Context: an optimization exercise on an open-source flow, tuned for small area, a short achievable clock period and few clock cycles per item. The choices shown serve that exercise and are no tape-out recipe. The RTL was checked by simulation tests, not by an equivalence proof against the original design. Power and IR drop assume default switching activity.

Design qr_cordic_top, start of the top module:
module qr_cordic_top (
	input  logic               clk,
	input  logic               rst,
	input  logic               en,
	output logic               rd_a,
	output logic [1:0]         rd_a_row,
	output logic [0:0]         rd_a_col,
	input  logic signed [12:0] rd_a_data,
	output logic               wr_r,
	output logic [1:0]         wr_r_row,
	output logic [0:0]         wr_r_col,
	output logic signed [12:0] wr_r_data,
	output logic               valid
);
	logic       busy;
	logic [2:0] sl;         
	logic [3:0] ph;         
	logic [2:0] sn;         
	logic [3:0] pn;
	assign pn = (ph == 4'd12) ? 4'd0 : ph + 4'd1;
	assign sn = (ph == 4'd12) ? sl + 3'd1 : sl;
	always_ff @(posedge clk or posedge rst) begin
		if (rst) begin
			busy  <= 1'b0;
			sl    <= '0;
			ph    <= '0;
			rd_a  <= 1'b0;
			wr_r  <= 1'b0;
			valid <= 1'b0;
		end else begin
			if (en) begin
				busy <= 1'b1;
				sl   <= 3'd7;
				ph   <= 4'd11;
			end else if (busy) begin
				busy <= !(sl == 3'd5 && ph == 4'd3);
				sl   <= sn;
				ph   <= pn;
			end
			rd_a  <= en || (busy && (sn == 3'd7 || sn <= 3'd2) && (pn == 4'd11 || pn == 4'd12));
			wr_r  <= busy && ((sn == 3'd4 && pn <= 4'd1) || (sn == 3'd5 && pn == 4'd3));
			valid <= busy && sn == 3'd5 && pn == 4'd3;
		end
	end
	logic       v_it, r_it, g_it, yp_cap;
	logic       ks_x1, ks_x2, ks_x3, ks_yp;    
	logic [3:0] jv, jr, jg;                    
	logic       w11, w12, w22;                 
	logic       s03, s14, s25;                 
	assign s03 = sn <= 3'd3;
	assign s14 = sn >= 3'd1 && sn <= 3'd4;
	assign s25 = sn >= 3'd2 && sn <= 3'd5;
	always_ff @(posedge clk) begin
		v_it   <= s03 && pn <= 4'd11;
		r_it   <= s03 && pn >= 4'd1;
		g_it   <= (s14 && pn >= 4'd3) || (s25 && pn <= 4'd1);
  ...
==> flow/config.mk <==
export PLATFORM = sky130hd
export DESIGN_NAME = qr_cordic_top
export DESIGN_NICKNAME = qr_cordic_top
export VERILOG_FILES = /design/flow/design.v
export SDC_FILE = /design/flow/constraint.sdc
export NUM_CORES = 4
export LEC_CHECK = 0
export ABC_AREA = 1
export CAP_MARGIN = 20
export CORE_MARGIN = 2
export CORE_UTILIZATION = 60
export SLEW_MARGIN = 20
==> flow/constraint.sdc <==
create_clock -name core_clock -period 17.0 [get_ports {clk}]
set_input_delay 3.4000 -clock core_clock [delete_from_list [all_inputs] [get_ports {clk}]]
set_output_delay 3.4000 -clock core_clock [all_outputs]
set_load 0.01 [all_outputs]
standard.sh (not shown) runs the stock make flow with config.mk's settings and CLKGATE_MAP_FILE= SYNTH_SCRIPT=/design/flow/synth_recipe.tcl, a recipe that flattens the netlist after the stock synthesis.
==> flow/flow/run.sh <==
#!/bin/bash
set -euo pipefail
bash standard.sh finish SETUP_SLACK_MARGIN=12.5 > orfs_flow.log 2>&1
The starting point produced a clean layout.
Testbench counts at the start, summed over its fixed seeds: cycles 13,824, items 192.
Change:
--- a/flow/config.mk
+++ b/flow/config.mk
@@ -6,7 +6,8 @@
 export NUM_CORES = 4
 export LEC_CHECK = 0
-export ABC_AREA = 1
 export CAP_MARGIN = 20
 export CORE_MARGIN = 2
 export CORE_UTILIZATION = 60
+export CTS_CLUSTER_DIAMETER = 200
+export CTS_CLUSTER_SIZE = 50
 export SLEW_MARGIN = 20
The new run went through all stages and came out clean.
Global-route usage falls by 3.2 points.
Non-clock buffer count rises by 13.
Flip-flop and latch count does not change.
Core utilization falls by 0.26 points.
Worst hold slack is better by 0.040 ns.
Wire length falls by 14%.
Change:
==> flow/run.sh (new file) <==
#!/bin/bash
# synth_recipe.tcl (not shown) runs the flow's synth.tcl, then flattens the netlist and writes it again
# the make line also repeats each setting of config.mk as NAME=value (left out here)
make -C /OpenROAD-flow-scripts/flow DESIGN_CONFIG=/design/flow/config.mk WORK_HOME=/design/flow/orfs CLKGATE_MAP_FILE= SYNTH_SCRIPT=/design/flow/synth_recipe.tcl finish
--- a/flow/config.mk
+++ b/flow/config.mk
@@ -8,6 +8,5 @@
 export CAP_MARGIN = 20
 export CORE_MARGIN = 2
-export CORE_UTILIZATION = 60
-export CTS_CLUSTER_DIAMETER = 200
-export CTS_CLUSTER_SIZE = 50
+export CORE_UTILIZATION = 70
+export CTS_BUF_LIST = sky130_fd_sc_hd__clkbuf_8
 export SLEW_MARGIN = 20
removed: flow/flow/run.sh
removed: flow/standard.sh
=> Sequential power went up by about 3%; wire length goes down by about 4%; global-route usage rose by 2.6 points; worst setup slack loses 0.57 ns; clock power is lower by about 25%; synthesized area is unchanged.
Change:
==> flow/flow/run.sh (new file) <==
#!/bin/bash
set -euo pipefail
bash standard.sh finish SETUP_SLACK_MARGIN=12.5 > orfs_flow.log 2>&1
==> flow/standard.sh (new file) <==
#!/bin/bash
# synth_recipe.tcl (not shown) runs the flow's synth.tcl, then flattens the netlist and writes it again
# the make line also repeats each setting of config.mk as NAME=value (left out here)
make -C /OpenROAD-flow-scripts/flow DESIGN_CONFIG=/design/flow/config.mk WORK_HOME=/design/flow/orfs CLKGATE_MAP_FILE= SYNTH_SCRIPT=/design/flow/synth_recipe.tcl "${@:-finish}"
--- a/flow/config.mk
+++ b/flow/config.mk
@@ -8,5 +8,4 @@
 export CAP_MARGIN = 20
 export CORE_MARGIN = 2
-export CORE_UTILIZATION = 70
-export CTS_BUF_LIST = sky130_fd_sc_hd__clkbuf_8
+export CORE_UTILIZATION = 40
 export SLEW_MARGIN = 20
removed: flow/run.sh
=> The new run finished clean; clock-buffer cell count is higher by 1; power rises by 6.8%; wire length increases by about 5.5%.

separate check: timing with driven ports:
The flow's constraints put no driver on any port. The routed layouts listed below were extracted and timed again, unchanged, in two steps.
Step 1 (the two cells are an assumption about what drives the block):
set clk [get_ports {clk}]
set_driving_cell -lib_cell sky130_fd_sc_hd__clkbuf_16 $clk
set_driving_cell -lib_cell sky130_fd_sc_hd__buf_2 [delete_from_list [all_inputs] $clk]
Step 2, shift: input delay + t, output delay - t, t = (earliest + latest rising clock arrival at the registers) / 2. This alone moves slack from input paths to output paths.
Three values: no drivers, after step 1, after step 2; two values: the first two.
run	t, ns	setup WS [ns]	worst setup path at the end	clock arrival spread, ns	worst register clock-pin slew, ns
the first run	0.471	12.523 / 12.476 / 12.425	input to register	0.013 / 0.013	0.07 / 0.07
the second run	0.485	12.538 / 12.487 / 12.544	input to register	0.019 / 0.019	0.07 / 0.07
the third run	0.480	11.973 / 11.973 / 11.973	register to register	0.015 / 0.015	0.08 / 0.08
the fourth run	0.473	12.568 / 12.521 / 12.497	input to register	0.013 / 0.012	0.07 / 0.07
After both steps setup and hold are still met in every run listed. The setup slack of the first run, which loses most, moves by -0.047 ns with the drivers and by -0.098 ns with both steps.
